Context: an optimization exercise on an open-source flow, tuned for small area. The choices shown serve that exercise and are no tape-out recipe. The RTL was checked by simulation tests, not by an equivalence proof against the original design.

==> flow/design.v <==
`timescale 1ns/1ps
module word_store (
   input  logic        spi_clk,
   input  logic        commit,     
   input  logic [5:0]  addr,
   input  logic [4:0]  sel,        
   input  logic        wr_ins,     
   input  logic        wr_bit,
   input  logic        hold,       
   output logic        rbuf_bit    
);
   logic [31:0] ring [64];
   logic [31:0] rbuf;
   logic        tap;
   logic        rbuf_in;
   assign tap      = sel[4] ? ring[addr][15] : ring[addr][31];
   assign rbuf_bit = rbuf[{sel[4] & commit, sel[3:0]}];
   assign rbuf_in  = wr_ins ? wr_bit : (hold ? rbuf[31] : tap);
   for (genvar w = 0; w < 64; w++) begin : g_ring
      always_ff @(posedge spi_clk)
         ring[w] <= {ring[w][30:0],
                     (commit && addr == 6'(w)) ? rbuf_bit : ring[w][31]};
   end
   always_ff @(posedge spi_clk)
      rbuf <= {rbuf[30:0], rbuf_in};
endmodule
`timescale 1ns/1ps
module spi_mem_bridge
(
   input  logic        spi_clk,
   input  logic        spi_ss,
   input  logic        spi_mosi,
   output logic        spi_miso,
   output logic [2:0]  leds
);
   localparam logic [2:0] IDLE    = 3'd0,
                          READ_BIT  = 3'd1,
                          WRITE_BIT = 3'd2,
                          READ_MEM  = 3'd3,
                          WRITE_MEM = 3'd4,
                          IDLE_RD   = 3'd5,    
                          IDLE_ONE  = 3'd6;    
   logic [2:0]  bit_ctr;
   logic [2:0]  state;
   logic [3:0]  mem_ctr;
   logic [23:0] hist;        
   logic [7:0]  rx_byte;
   logic        byte_done;
   logic        idle;
   logic [7:0]  ctrl;
   logic        stat_bit;
   logic [4:0]  ph;
   logic [4:0]  sel;
   logic [5:0]  addr;
   logic        commit;
   logic        wr_ins;
   logic        hold;
   logic        rbuf_bit;
   logic [7:0]  reply;
   logic        data_out;
   assign byte_done = (bit_ctr == 3'd7);
   assign rx_byte   = {hist[6:0], spi_mosi};
   assign idle      = (state == IDLE) || (state == IDLE_RD) || (state == IDLE_ONE);
   always_ff @(posedge spi_clk or posedge spi_ss) begin
      if (spi_ss) begin
         bit_ctr <= '0;
         state   <= IDLE;
         mem_ctr <= '0;
      end else begin
         bit_ctr <= bit_ctr + 3'd1;
         if (byte_done) begin
            if (idle) begin
               mem_ctr <= '0;
               case (rx_byte)
                  8'h01:  state <= READ_BIT;
                  8'h02: state <= WRITE_BIT;
                  8'h03:  state <= READ_MEM;
                  8'h04: state <= WRITE_MEM;
                  default:        state <= IDLE;
               endcase
            end else if (state == READ_BIT) begin
               state <= stat_bit ? IDLE_ONE : IDLE;
            end else if (state == WRITE_BIT) begin
               state <= IDLE;
            end else begin
               mem_ctr <= mem_ctr + 4'd1;
               if (mem_ctr == 4'd9)
                  state <= (state == READ_MEM) ? IDLE_RD : IDLE;
            end
         end
      end
   end
   always_ff @(posedge spi_clk)
      hist <= {hist[22:0], spi_mosi};
   always_ff @(posedge spi_clk or posedge spi_ss) begin
      if (spi_ss)
         ctrl <= '0;
      else if (byte_done && state == WRITE_BIT && !rx_byte[4])
         ctrl[rx_byte[3:1]] <= rx_byte[0];
   end
   assign leds = ~ctrl[2:0];
   assign stat_bit = (rx_byte[4:0] == 5'd16) || (rx_byte[4:0] == 5'd12) ||
                     (rx_byte[4:3] == 2'b00 && ctrl[rx_byte[2:0]]);
   always_ff @(posedge spi_clk)
      ph <= ph + 5'd1;
   assign wr_ins = (state == WRITE_MEM) && (mem_ctr >= 4'd3) && (mem_ctr <= 4'd6);
   assign hold   = commit || (state == WRITE_MEM);
   always_ff @(posedge spi_clk) begin
      if (byte_done && ((state == READ_MEM && mem_ctr == 4'd3) ||
                        (state == WRITE_MEM && mem_ctr == 4'd7)))
         addr <= rx_byte[7:2];
      if (wr_ins && mem_ctr == 4'd3 && bit_ctr == 3'd0)
         sel <= ~ph;
      else if (byte_done && state == READ_MEM && mem_ctr == 4'd3)
         sel <= ph + 5'd24;
      if (byte_done && state == WRITE_MEM && mem_ctr == 4'd8)
         commit <= 1'b1;
      else if ((state == READ_MEM || state == WRITE_MEM) && mem_ctr == 4'd3)
         commit <= 1'b0;
   end
   word_store store0 (
      .spi_clk, .commit, .addr, .sel, .wr_ins, .wr_bit (hist[23]), .hold,
      .rbuf_bit
   );
   always_comb begin
      reply = 8'h00;
      case (state)
         WRITE_MEM:
            case (mem_ctr)
               4'd1, 4'd2, 4'd3, 4'd4: reply = {4'd0, mem_ctr - 4'd1};   
               4'd6:                   reply = 8'h04;                    
               4'd7:                   reply = 8'h06;
               4'd8:                   reply = 8'h07;
               4'd9:                   reply = 8'hAA;
               default:                reply = 8'h00;
            endcase
         READ_MEM:
            case (mem_ctr)
               4'd5:    reply = 8'hAA;
               4'd6:    reply = 8'h04;                                   
               default: reply = 8'h00;
            endcase
         IDLE_ONE: reply = 8'h01;
         default:  reply = 8'h00;
      endcase
   end
   assign data_out = (state == READ_MEM && mem_ctr >= 4'd7) || (state == IDLE_RD);
   always_ff @(negedge spi_clk or posedge spi_ss) begin
      if (spi_ss)
         spi_miso <= 1'b0;
      else
         spi_miso <= data_out ? rbuf_bit : reply[~bit_ctr];
   end
endmodule
==> flow/config.mk <==
export PLATFORM = sky130hd
export DESIGN_NAME = spi_mem_bridge
export DESIGN_NICKNAME = spi_mem_bridge
export VERILOG_FILES = /design/flow/design.v
export SDC_FILE = /design/flow/constraint.sdc
export NUM_CORES = 4
export LEC_CHECK = 0
export CAP_MARGIN = 20
export CORE_MARGIN = 2
export CORE_UTILIZATION = 30
export SLEW_MARGIN = 20
==> flow/constraint.sdc <==
create_clock -name core_clock -period 10.0 [get_ports {spi_clk}]
set_input_delay 2.0000 -clock core_clock [delete_from_list [all_inputs] [get_ports {spi_clk}]]
set_output_delay 2.0000 -clock core_clock [all_outputs]
set_load 0.01 [all_outputs]
run.sh (not shown) runs the stock make flow with config.mk's settings and CLKGATE_MAP_FILE= SYNTH_SCRIPT=/design/flow/synth_recipe.tcl, a recipe that flattens the netlist after the stock synthesis.
Next try:
==> flow/flow/run.sh (new file) <==
#!/bin/bash
# The standard layout, with clock tree synthesis told not to add dummy
# loads and to cluster up to 35 sinks within 80 um per leaf buffer.
set -euo pipefail
export CTS_ARGS="-sink_clustering_enable -repair_clock_nets -dont_use_dummy_load -sink_clustering_size 35 -sink_clustering_max_diameter 80"
bash standard.sh > standard.log 2>&1
==> flow/standard.sh (new file) <==
#!/bin/bash
# synth_recipe.tcl (not shown) runs the flow's synth.tcl, then flattens the netlist and writes it again
# the make line also repeats each setting of config.mk as NAME=value (left out here)
make -C /OpenROAD-flow-scripts/flow DESIGN_CONFIG=/design/flow/config.mk WORK_HOME=/design/flow/orfs CLKGATE_MAP_FILE= SYNTH_SCRIPT=/design/flow/synth_recipe.tcl "${@:-finish}"
CORE_UTILIZATION = 60   (was 30)
PLACE_DENSITY = 0.75   (was default)
removed: flow/run.sh
The new run passed the timing, design-rule and antenna checks.
Via count falls by 3.0%.
Non-clock buffer count does not change.
Cell count decreases by 25%.
Design area drops by about 10%.
Sequential cell count is unchanged.
Clock skew rises by 0.0096 ns.
Hold slack is about the same.
